Source: an optimization exercise on an open RTL-to-GDS flow (aim: small area, a short achievable clock period and few clock cycles per item). Production flows keep margins and buffers that such runs may drop.
Only simulation tests tie the RTL to the original design; equivalence was not proved.
Power is estimated from default activity; no workload was simulated.

==> flow/design.v <==
module muldiv_sequencer #(
  parameter bit FAST_SPECIAL = 1'b1,
  parameter int XLEN         = 64
) (
  input  logic            clk_i,
  input  logic            rst_i,
  input  logic            start_i,
  input  logic [2:0]      funct3_i,
  input  logic            word_i,
  input  logic [XLEN-1:0] op1_i,
  input  logic [XLEN-1:0] op2_i,
  input  logic            kill_i,
  output logic            stall_o,
  output logic            busy_o,
  output logic            done_o,
  output logic [XLEN-1:0] result_o
);
  localparam int WL = 32;
  typedef enum logic [1:0] {S_IDLE, S_CALC, S_FIX, S_DONE} state_t;
  state_t            state_q, state_d;
  logic [5:0]        cnt_q;
  logic [2:0]        op_q;
  logic              word_q;
  logic              neg_q;
  logic [XLEN-1:0]   hi_q, lo_q, opb_q, result_q;
  logic              accept;
  logic [2:0]        op_in;
  logic              is_div_in, a_signed, b_signed, a_neg, b_neg, b_zero, ovf, special;
  logic [XLEN-1:0]   a_val, b_val, a_mag, b_mag, min_val, special_res;
  assign accept = (state_q == S_IDLE) & start_i & ~kill_i;
  always_comb begin
    op_in       = (word_i & ~funct3_i[2]) ? 3'b000 : funct3_i;
    is_div_in   = op_in[2];
    a_signed    = is_div_in ? ~op_in[0] : ((op_in == 3'b001) | (op_in == 3'b010));
    b_signed    = is_div_in ? ~op_in[0] : (op_in == 3'b001);
    a_val       = word_i ? {{(XLEN-WL){a_signed & op1_i[WL-1]}}, op1_i[WL-1:0]} : op1_i;
    b_val       = word_i ? {{(XLEN-WL){b_signed & op2_i[WL-1]}}, op2_i[WL-1:0]} : op2_i;
    a_neg       = a_signed & a_val[XLEN-1];
    b_neg       = b_signed & b_val[XLEN-1];
    a_mag       = a_neg ? -a_val : a_val;
    b_mag       = b_neg ? -b_val : b_val;
    min_val     = word_i ? {{(XLEN-WL+1){1'b1}}, {(WL-1){1'b0}}} : {1'b1, {(XLEN-1){1'b0}}};
    b_zero      = (b_val == '0);
    ovf         = is_div_in & a_signed & (a_val == min_val) & (b_val == '1);
    special     = is_div_in & (b_zero | ovf);
    special_res = '0;
    if (op_in[1]) special_res = b_zero ? a_val : '0;
    else          special_res = b_zero ? '1 : a_val;
    if (word_i)   special_res = {{(XLEN-WL){special_res[WL-1]}}, special_res[WL-1:0]};
  end
  logic [XLEN:0]     mul_sum, div_shl;
  logic [XLEN-1:0]   div_diff;
  logic              div_ge;
  always_comb begin
    mul_sum  = {1'b0, hi_q} + ({1'b0, opb_q} & {(XLEN+1){lo_q[0]}});
    div_shl  = {hi_q, lo_q[XLEN-1]};
    div_ge   = (div_shl >= {1'b0, opb_q});
    div_diff = div_shl[XLEN-1:0] - opb_q;
  end
  logic [2*XLEN-1:0] prod, prod_s;
  logic [XLEN-1:0]   mul_res, div_raw, div_s, div_res, fix_res;
  always_comb begin
    prod    = {hi_q, lo_q};
    prod_s  = neg_q ? -prod : prod;
    if (word_q)              mul_res = {{(XLEN-WL){lo_q[XLEN-1]}}, lo_q[XLEN-1:XLEN-WL]};
    else if (op_q[1:0] == 0) mul_res = prod_s[XLEN-1:0];
    else                     mul_res = prod_s[2*XLEN-1:XLEN];
    div_raw = op_q[1] ? hi_q : lo_q;
    div_s   = neg_q ? -div_raw : div_raw;
    div_res = word_q ? {{(XLEN-WL){div_s[WL-1]}}, div_s[WL-1:0]} : div_s;
    fix_res = op_q[2] ? div_res : mul_res;
  end
  always_ff @(posedge clk_i or negedge rst_i) begin
    if (!rst_i) begin
      cnt_q    <= '0;
      op_q     <= '0;
      word_q   <= 1'b0;
      neg_q    <= 1'b0;
      hi_q     <= '0;
      lo_q     <= '0;
      opb_q    <= '0;
      result_q <= '0;
    end else begin
      if (accept) begin
        op_q   <= op_in;
        word_q <= word_i;
        neg_q  <= is_div_in ? (op_in[1] ? a_neg : ((a_neg ^ b_neg) & ~b_zero)) : (a_neg ^ b_neg);
        cnt_q  <= word_i ? 6'd31 : 6'd63;
        hi_q   <= '0;
        opb_q  <= is_div_in ? b_mag : a_mag;
        lo_q   <= is_div_in ? (word_i ? {a_mag[WL-1:0], {(XLEN-WL){1'b0}}} : a_mag) : b_mag;
      end else if (state_q == S_CALC) begin
        cnt_q <= cnt_q - 6'd1;
        if (op_q[2]) begin
          hi_q <= div_ge ? div_diff : div_shl[XLEN-1:0];
          lo_q <= {lo_q[XLEN-2:0], div_ge};
        end else begin
          hi_q <= mul_sum[XLEN:1];
          lo_q <= {mul_sum[0], lo_q[XLEN-1:1]};
        end
      end
      if ((state_q == S_FIX) && !kill_i)            result_q <= fix_res;
      else if (accept && FAST_SPECIAL && special)   result_q <= special_res;
    end
  end
  always_ff @(posedge clk_i or negedge rst_i) begin
    if (!rst_i) state_q <= S_IDLE;
    else        state_q <= state_d;
  end
  always_comb begin
    state_d = state_q;
    stall_o = 1'b0;
    busy_o  = 1'b0;
    done_o  = 1'b0;
    case (state_q)
      S_IDLE: begin
        stall_o = accept;
        if (accept) state_d = (FAST_SPECIAL && special) ? S_DONE : S_CALC;
      end
      S_CALC: begin
        stall_o = 1'b1;
        busy_o  = 1'b1;
        if (cnt_q == 6'd0) state_d = S_FIX;
      end
      S_FIX: begin
        stall_o = 1'b1;
        busy_o  = 1'b1;
        state_d = S_DONE;
      end
      S_DONE: begin
        done_o  = 1'b1;
        state_d = S_IDLE;
      end
      default: state_d = S_IDLE;
    endcase
    if (kill_i) state_d = S_IDLE;
  end
  assign result_o = result_q;
endmodule
==> flow/run.sh <==
#!/bin/bash
# synth_recipe.tcl (not shown) runs the flow's synth.tcl, then flattens the netlist and writes it again
# the make line also repeats each setting of config.mk as NAME=value (left out here)
make -C /OpenROAD-flow-scripts/flow DESIGN_CONFIG=/design/flow/config.mk WORK_HOME=/design/flow/orfs CLKGATE_MAP_FILE= SYNTH_SCRIPT=/design/flow/synth_recipe.tcl finish
==> flow/config.mk <==
export PLATFORM = sky130hd
export DESIGN_NAME = muldiv_sequencer
export DESIGN_NICKNAME = muldiv_sequencer
export VERILOG_FILES = /design/flow/design.v
export SDC_FILE = /design/flow/constraint.sdc
export NUM_CORES = 4
export LEC_CHECK = 0
export CAP_MARGIN = 20
export CORE_MARGIN = 2
export CORE_UTILIZATION = 40
export SLEW_MARGIN = 20
==> flow/constraint.sdc <==
create_clock -name core_clock -period 10.0 [get_ports {clk_i}]
set_input_delay 2.0000 -clock core_clock [delete_from_list [all_inputs] [get_ports {clk_i}]]
set_output_delay 2.0000 -clock core_clock [all_outputs]
set_load 0.01 [all_outputs]
==> flow_summary_export.csv <==
group,metric,value,unit
setup_path,crit_type,"in2reg",
pwr,finalPower,14.0,mW
clocking,hold_buffers,0,
place,place_congestion,1.05,
sta,setup_viol,0,
pwr,p_sw_share,57.1,%
setup_path,crit_chain,"clkdlybuf4s50_1, or4_1, nor3_1, nand4_1, nor3_1, a31oi_2, buf_4, nor2_4, buf_4, nor2_1, a21oi_1, a22o_1, nor3_1",
synthesis,synthAdderAreaFrac,6.19,%
pwr,power_density,376,mW/mm2
synthesis,synthesis.instances,4696,
synthesis,ys.flop_type,"dfrtp_1",
flow_run,drv_cap,0,
synthesis,yosysWarningCount,1,
synthesis,synth_xor_area_share,11.0,%
setup_path,crit_buf_inv,3,
sta,setup_ws,3420,ps
pwr,p_leak,14.0,nW
synthesis,synth_top_family_by_area,"compound AO/OA/AOI/OAI gates",
sta,min_period_over_period,65.8,%
clocking,h-tree-depth,2,
pwr,vdd_drop_max,0.174,mV
synthesis,syn_area_per_cell,7.13,um2
worst_hold_path,min-delay-path-class,"reg2reg",
synthesis,synthArstFlopShare,100,%
sta,whs,477,ps
synthesis,syn_nets,4974,
setup_path,crit_arrival,7030,ps
clocking,cts_made_buffers,35,
route,firstDrtPassIters,8,
setup_path,crit_slowest_cell,"nor2_4",
pwr,switching_power,7.97,mW
pwr,intPower,5.99,mW
sta,finalCriticalPeriod,6580,ps
synthesis,ys_seq_area_share,20.1,%
global_route,grt_pass1_wl,241000,um
route,ant_nets,0,
global_route,track_usage,37.5,%
floorplanning,die_y,293,um
setup_path,cpMostUsedCell,"nor3_1",
place,dp_slack,3030,ps
clocking,cts_resized,0,
run_status,status,"complete, no violations",
synthesis,muxShareOfSynthArea,5.49,%
finish,area_growth,10.9,%
floorplanning,core_area,0.0833,mm2
pwr,seqPwrFrac,19.9,%
synthesis,synth_cell_types,92,
floorplanning,fp.dieW,293,um
synthesis,synth-seq-cells,269,
route,drc_errors,0,
sta,worst_slew_pin_slew,1170,ps
clocking,cts.clk_slew.worst_paths,60,ps
synthesis,synth_compound_area_share,30.1,%
setup_path,critPathMaxStageDelay,790,ps
global_route,overflow,0,
floorplanning,start_util,40.2,%
setup_path,end_kind,"flop",
global_route,grt_start_max_net_pins,149,
route,avgRoutedWirePerCell,29.2,um
place,port-buffer-count,202,
sta,relSlewSlack,21.5,%
floorplanning,io_pins,203,
clocking,cts_tree,"done",
synthesis,synthSimpleGateAreaFrac,21.0,%
route,dr_total_vias,37589,
finish,design_area,0.0371,mm2
setup_path,cp.required,10450,ps
synthesis,synth-edff-count,0,
route,vias_per_cell,6.57,
finish,drive_gt1_share,4.59,%
clocking,post-cts-setup-buffers,0,
sta,rsz0062_at_grt,"false",
place,dpl_cell_area,0.0360,mm2
sta,timing.setup.tns,0,ps
floorplanning,die-area,0.0861,mm2
clocking,clk_latency,570,ps
sta,skew,28.6,ps
clocking,cts_root_buf,"clkbuf_16",
clocking,ctsLongestPathBuffers,3,
sta,hold_viol_final,0,
pwr,pwr-share-comb,70.8,%
synthesis,netlist_area,0.0335,mm2
place,dp_hpwl,131000,um
global_route,antenna_found_initial,9,
route,drt_iter0_drc,5256,
setup_path,path_delay_family,"simple AND/OR/NAND/NOR gates",
setup_path,r2r_slack,4010,ps
setup_path,start_kind,"input port",
sta,slew_violations,0,
floorplanning,std_cell_rows,106,
route,wl,167000,um
finish,final_nets,4891,
setup_path,critPathMaxFanout,41,
sta,fmax,152,MHz
pwr,p_clk_share,9.3,%
clocking,cts.sinks,269,
global_route,grt_pass1_vias,34516,
[worst register-to-register path, cell delays in order, from the launching register on]
cell and delay (ps):
dfrtp_1 540, inv_2 120, buf_4 530, nor2_1 190, ha_1 400, nand3_1 210
nor2_1 100, o311ai_0 840, a41oi_1 500, a21oi_1 530, o311ai_0 210, buf_4 190
o21ai_0 480, o21bai_1 230, a21boi_0 510, o21a_1 200, o31ai_1 70
[registers in the layout (all words and copies together), names as in the netlist]
signal	flops
hi_q	64
lo_q	64
opb_q	64
result_q	64
cnt_q	6
op_q	3
state_q	2
neg_q	1
word_q	1
[power by group through the flow]
stage	combinational (mW)	sequential [mW]	clock, mW
floorplan	7.02	1.95	0
global placement	9.57	2.70	0
detailed placement	9.56	2.70	0
CTS	9.62	2.69	1.31
global route	10.6	2.79	1.35
finish	9.88	2.78	1.30
[synth_stat cells, types with 22 or more instances]
library cell | number | share of area, %
inv_1 | 149 | 1.7
or2_2 | 30 | 0.56
mux2i_1 | 160 | 4.8
nor4_1 | 44 | 0.82
maj3_1 | 28 | 0.84
or3_1 | 51 | 0.95
o41ai_1 | 24 | 0.63
buf_1 | 41 | 0.46
nand2_1 | 483 | 5.4
o211ai_1 | 130 | 2.9
clkbuf_1 | 326 | 3.7
o21ai_0 | 492 | 7.4
o221ai_1 | 51 | 1.3
nand3_1 | 106 | 1.6
xnor2_1 | 237 | 6.2
xor2_1 | 182 | 4.8
o31ai_1 | 85 | 1.9
nor2b_1 | 26 | 0.49
nor2_1 | 419 | 4.7
o21bai_1 | 31 | 0.69
nand2b_1 | 33 | 0.62
a31oi_1 | 42 | 0.78
dfrtp_1 | 269 | 20
ha_1 | 140 | 5.2
nor3_1 | 113 | 1.7
a21o_1 | 70 | 1.6
nand4_1 | 69 | 1.3
or4_1 | 35 | 0.78
a22oi_1 | 25 | 0.56
a211oi_1 | 61 | 1.4
o22ai_1 | 22 | 0.41
a21oi_1 | 424 | 6.3
[layout make-up]
type	instances	area, um2
diodes	2	5.00
clock buffers	50	992
clock inverters	13	148
fillers	8680	46100
inverters	152	571
multi-input cells	3884	24800
flip-flops and latches	269	6740
well taps	1080	1350
repair buffers	271	2560
[logic make-up after synthesis]
family,after synthesis
buffers and inverters,543
AND/OR/NAND/NOR,1498
AO/OA/AOI/OAI,1616
XOR/XNOR,419
multiplexers,181
adder cells (fa/ha/maj),170
flip-flops,269
[layer usage]
metal  vias to the layer above  global-route usage [%]  wire length, um
met4                        10                    22.5            12000
li1                      16915                       -                -
met3                       428                    7.12            16900
met2                      2248                    55.5            70400
met1                     17988                    50.5            67800
met5                         -                       0               68
[cells in the final DEF, fill, tap and decap left out, types with 25 or more instances in the layout]
master           count
nand2b_1            32
xor2_1             182
a21o_1              70
xnor2_1            237
or4_1               35
a211oi_1            60
a22oi_1             25
or2_2               30
nor3_1             113
or3_1               51
inv_1              149
o221ai_1            51
nor2_1             414
nor4_1              44
nor2b_1             25
o21ai_0            492
dfrtp_1            265
nand4_1             69
mux2i_1            160
ha_1               139
clkbuf_16           35
o31ai_1             85
clkdlybuf4s50_1    199
o21bai_1            31
buf_4               69
nand3_1            106
a31oi_1             41
a21oi_1            423
o211ai_1           130
nand2_1            482
maj3_1              28
[path summary, 6_finish.rpt]
| check | from | to | depth (start not counted) |
|---|---|---|---|
| setup reg to reg | lo_q[0] | hi_q[63] | 16 |
| max in group asynchronous | rst_i | opb_q[16] | 3 |
| hold reg to reg | opb_q[45] | opb_q[45] | 2 |
| hold / removal | opb_q[45] | opb_q[45] | 2 |
| min in group asynchronous | rst_i | hi_q[58] | 1 |
| setup / recovery | op1_i[8] | result_q[32] | 13 |
[per-stage QoR]
stage / cells / utilization (%)
after global routing: 5719 / 44.6
after global placement: 5656 / 43.2
after floorplan: 4696 / -
final: 5721 / 44.6
after detailed placement: 5656 / 43.2
after CTS: 5719 / 44.6
Testbench counts, summed over its fixed seeds: cycles 93,920, items 1,600.

## static timing again, ports no longer ideal
The flow's constraints put no driver on any port. The routed layout listed below was extracted and timed again, unchanged, in two steps. Step 1, drivers: a clkbuf_16 drives clk_i and a buf_2 each remaining input, both assumed. Step 2, shift: input delay + t, output delay - t, t = (earliest + latest rising clock arrival at the registers) / 2. This alone moves slack from input paths to output paths. Slacks: ideal / step 1 / step 2; pairs: ideal / step 1.
t (ns): 0.635
setup slack, ns: 3.416 / 3.472 / 2.837
worst hold slack (ns): 0.477 / 0.477 / 0.477
latest minus earliest clock arrival (ns): 0.032 / 0.032
slew at the worst register clock pin (ns): 0.07 / 0.07
After both steps setup and hold are still met in this run. For this run, drivers alone change the setup slack by +0.056 ns; drivers and shift together by -0.579 ns.
